This is an optimization exercise on Yosys and OpenROAD, whose aim is small area, a short achievable clock period and few clock cycles per item, not a production implementation. Only simulation tests tie the RTL to the original design; equivalence was not proved. Power is estimated from default activity; no workload was simulated.

==> v17 <==
==> flow/design.v (excerpt) <==
module mobius_inv_seq #(
   parameter int N      = 512,
   parameter int log2_N = 9,
   parameter int PRE    = 8
) (
   input  logic         clk,
   input  logic         rst_n,
   input  logic         start,
   input  logic [0:N-1] inputs,
   output logic         busy,
   output logic         done,
   output logic [0:N-1] outputs
);
==> module mobius_inv_seq, before the edit <==
module mobius_inv_seq #(
   parameter int N      = 512,
   parameter int log2_N = 9,
   parameter int PRE    = 8
) (
   input  logic         clk,
   input  logic         rst_n,
   input  logic         start,
   input  logic [0:N-1] inputs,
   output logic         busy,
   output logic         done,
   output logic [0:N-1] outputs
);
   logic [0:(log2_N+1)*N-1] lv;
   logic [0:N-1]            mid_q;
   logic                    done_q;
   logic                    accept;
   assign lv[0 +: N] = inputs;
   for (genvar s = 0; s < log2_N; s++) begin : g_lvl
      localparam int D = 1 << s;
      logic [0:N-1] cur;
      logic [0:N-1] nxt;
      if (s == PRE) begin : g_reg
         assign cur = mid_q;
      end else begin : g_comb
         assign cur = lv[s*N +: N];
      end
      for (genvar i = 0; i < N; i++) begin : g_el
         if (((i >> s) & 1) != 0) begin : g_x
            mobius_xor2 u_x (.a(cur[i]), .b(cur[i - D]), .y(nxt[i]));
         end else begin : g_p
            assign nxt[i] = cur[i];
         end
      end
      assign lv[(s+1)*N +: N] = nxt;
   end
   assign accept = start & ~done_q;
   always_ff @(posedge clk or negedge rst_n) begin
      if (!rst_n) done_q <= 1'b0;
      else        done_q <= accept;
   end
   always_ff @(posedge clk) begin
      if (accept) mid_q <= lv[PRE*N +: N];
   end
   assign busy    = 1'b0;
   assign done    = done_q;
   assign outputs = (PRE == log2_N) ? mid_q : lv[log2_N*N +: N];
endmodule
==> module mobius_xor2, before the edit <==
module mobius_xor2 (
   input  logic a,
   input  logic b,
   output logic y
);
   assign y = a ^ b;
endmodule
==> flow/config.mk <==
export PLATFORM = sky130hd
export DESIGN_NAME = mobius_inv_seq
export DESIGN_NICKNAME = mobius_inv_seq
export VERILOG_FILES = /design/flow/design.v
export SDC_FILE = /design/flow/constraint.sdc
export NUM_CORES = 4
export LEC_CHECK = 0
export CAP_MARGIN = 20
export CORE_MARGIN = 2
export CORE_UTILIZATION = 60
export SLEW_MARGIN = 20
export SYNTH_HIERARCHICAL = 1
export SYNTH_MINIMUM_KEEP_SIZE = 0
==> flow/constraint.sdc <==
create_clock -name core_clock -period 4.0 [get_ports {clk}]
set_input_delay 0.8000 -clock core_clock [delete_from_list [all_inputs] [get_ports {clk}]]
set_output_delay 0.8000 -clock core_clock [all_outputs]
set_load 0.01 [all_outputs]
standard.sh (not shown) runs the stock make flow with config.mk's settings and CLKGATE_MAP_FILE= SYNTH_SCRIPT=/design/flow/synth_recipe.tcl, a recipe that flattens the netlist after the stock synthesis.
==> flow/flow/run.sh <==
#!/bin/bash
# The standard layout, except that the port buffers are the smallest plain
# buffer (buf_1) instead of the delay buffer buffer_ports picks by default.
set -euo pipefail
export BUFFER_PORTS_ARGS="-buffer_cell sky130_fd_sc_hd__buf_1"
bash standard.sh > standard.log 2>&1
==> v10: changes against v17 <==
--- a/flow/design.v
+++ b/flow/design.v
@@ -1,7 +1,7 @@
 module mobius_inv_seq #(
    parameter int N      = 512,
    parameter int log2_N = 9,
-   parameter int PRE    = 8
+   parameter int PRE    = 7
 ) (
    input  logic         clk,
    input  logic         rst_n,
CORE_UTILIZATION = 40   (was 60)
SETUP_SLACK_MARGIN = 1.0   (was default)
==> v8: changes against v17 <==
==> flow/design.v (replaced) <==
module mobius_inv_seq #(
   parameter int N      = 512,
   parameter int log2_N = 9,
   parameter int PRE    = 4
) (
   input  logic         clk,
   input  logic         rst_n,
   input  logic         start,
   input  logic [0:N-1] inputs,
   output logic         busy,
   output logic         done,
   output logic [0:N-1] outputs
);
   function automatic logic [0:N-1] levels(input logic [0:N-1] v, input int lo, input int hi);
      logic [0:N-1] a;
      a = v;
      for (int s = lo; s < hi; s++)
         for (int i = 0; i < N; i++)
            if (((i >> s) & 1) != 0) a[i] = a[i] ^ a[i - (1 << s)];
      levels = a;
   endfunction
   logic         done_q;
   logic         accept;
   logic [0:N-1] pre;
   logic [0:N-1] mid_q;
   assign accept = start & ~done_q;
   assign pre    = levels(inputs, 0, PRE);
   always_ff @(posedge clk or negedge rst_n) begin
      if (!rst_n) done_q <= 1'b0;
      else        done_q <= accept;
   end
   always_ff @(posedge clk) begin
      if (accept) mid_q <= pre;
   end
   assign busy    = 1'b0;
   assign done    = done_q;
   assign outputs = levels(mid_q, PRE, log2_N);
endmodule
==> flow/run.sh (new file) <==
#!/bin/bash
# synth_recipe.tcl (not shown) runs the flow's synth.tcl, then flattens the netlist and writes it again
# the make line also repeats each setting of config.mk as NAME=value (left out here)
make -C /OpenROAD-flow-scripts/flow DESIGN_CONFIG=/design/flow/config.mk WORK_HOME=/design/flow/orfs CLKGATE_MAP_FILE= SYNTH_SCRIPT=/design/flow/synth_recipe.tcl finish
CORE_UTILIZATION = 40   (was 60)
SYNTH_HIERARCHICAL = default   (was 1)
SYNTH_MINIMUM_KEEP_SIZE = default   (was 0)
removed: flow/flow/run.sh
removed: flow/standard.sh
==> v24: changes against v17 <==
--- a/flow/design.v
+++ b/flow/design.v
@@ -1,7 +1,7 @@
 module mobius_inv_seq #(
    parameter int N      = 512,
    parameter int log2_N = 9,
-   parameter int PRE    = 8
+   parameter int PRE    = 7
 ) (
    input  logic         clk,
    input  logic         rst_n,
CORE_UTILIZATION = 40   (was 60)
==> qor summary <==
| quantity | v24 | v8 | v10 | v17 |
|---|---|---|---|---|
| Result of the run | timing/DRC/antenna clean | failed layout checks | timing/DRC/antenna clean | stopped before the end |
| Failing step | - | - | - | I/O pin placement (3_2_place_iop) |
| Layout check failures | - | negative setup slack | - | - |
| Area fraction in and, or, nand and nor cells after synthesis | 0.0367% | 0.0168% | 0.0367% | 0.0367% |
| Synthesized cell area | 37,500 µm² | 37,200 µm² | 37,500 µm² | 37,500 µm² |
| Fraction of final layout cells with drive strength greater than 1 | 9.43% | 16.2% | 10.5% | - |
| Synthesis-to-finish area growth | 21.3% | 48.9% | 22.5% | - |
| Xor and xnor fraction of the mapped netlist area | 53.8% | 57.0% | 53.8% | 53.8% |
| Post-Synthesis Cells | 3,076 | 2,958 | 3,076 | 3,076 |
| Total power per unit cell area | 821 nW/µm² | 911 nW/µm² | 822 nW/µm² | - |
| CP Launch Point | mid_q[1]$_DFFE_PP_ | mid_q[2]$_DFFE_PP_ | inputs[448] | - |
| Number of I/O port buffers | 1,027 | 1,027 | 1,027 | - |
| Signal buffers | 1,332 | 1,427 | 1,328 | - |
| Clk_buf instances | 68 | 70 | 66 | - |
| Element type at the critical path start | register | register | input port | - |
| Worst slew pin tran | 1090 ps | 1220 ps | 919 ps | - |
| Global-route wire length before repair | 257 mm | 285 mm | 259 mm | - |
| Relative area of non-clock buffer cells in the final design | 13.7% | 24.2% | 13.6% | - |
Testbench counts of v17, summed over its fixed seeds: cycles 3,200, items 1,600.
Testbench counts of v10, summed over its fixed seeds: cycles 3,200, items 1,600.
Testbench counts of v8, summed over its fixed seeds: cycles 3,200, items 1,600.
Testbench counts of v24, summed over its fixed seeds: cycles 3,200, items 1,600.

[separate check: timing with driven ports]
Ports are ideal in the flow. The routed layouts listed here were re-timed in OpenROAD.
Step 1 assumes that a clkbuf_16 drives the clock port and a buf_2 every other input.
Step 2 adds t to the input delays and takes it off the output delays; t is the mean of the earliest and latest rising clock arrival at the registers after step 1. Input paths then give back, and output paths get back, about the clock's delay inside the block.
Slacks: ideal / step 1 / step 2; pairs: ideal / step 1.
| run | shift t [ns] | setup WS [ns] | clock arrival spread, ns | worst data-port slew with drivers (ns) |
|---|---|---|---|---|
| v10 | 0.712 | 0.941 / 0.908 / 0.280 | 0.085 / 0.084 | 0.14 |
| v8 | 0.718 | -0.046 / -0.129 / 0.421 | 0.020 / 0.020 | 0.12 |
| v24 | 0.754 | 0.452 / 0.374 / 0.106 | 0.033 / 0.033 | 0.19 |
The setup slack of v10, which loses most, moves by -0.033 ns with the drivers and by -0.661 ns with both steps.
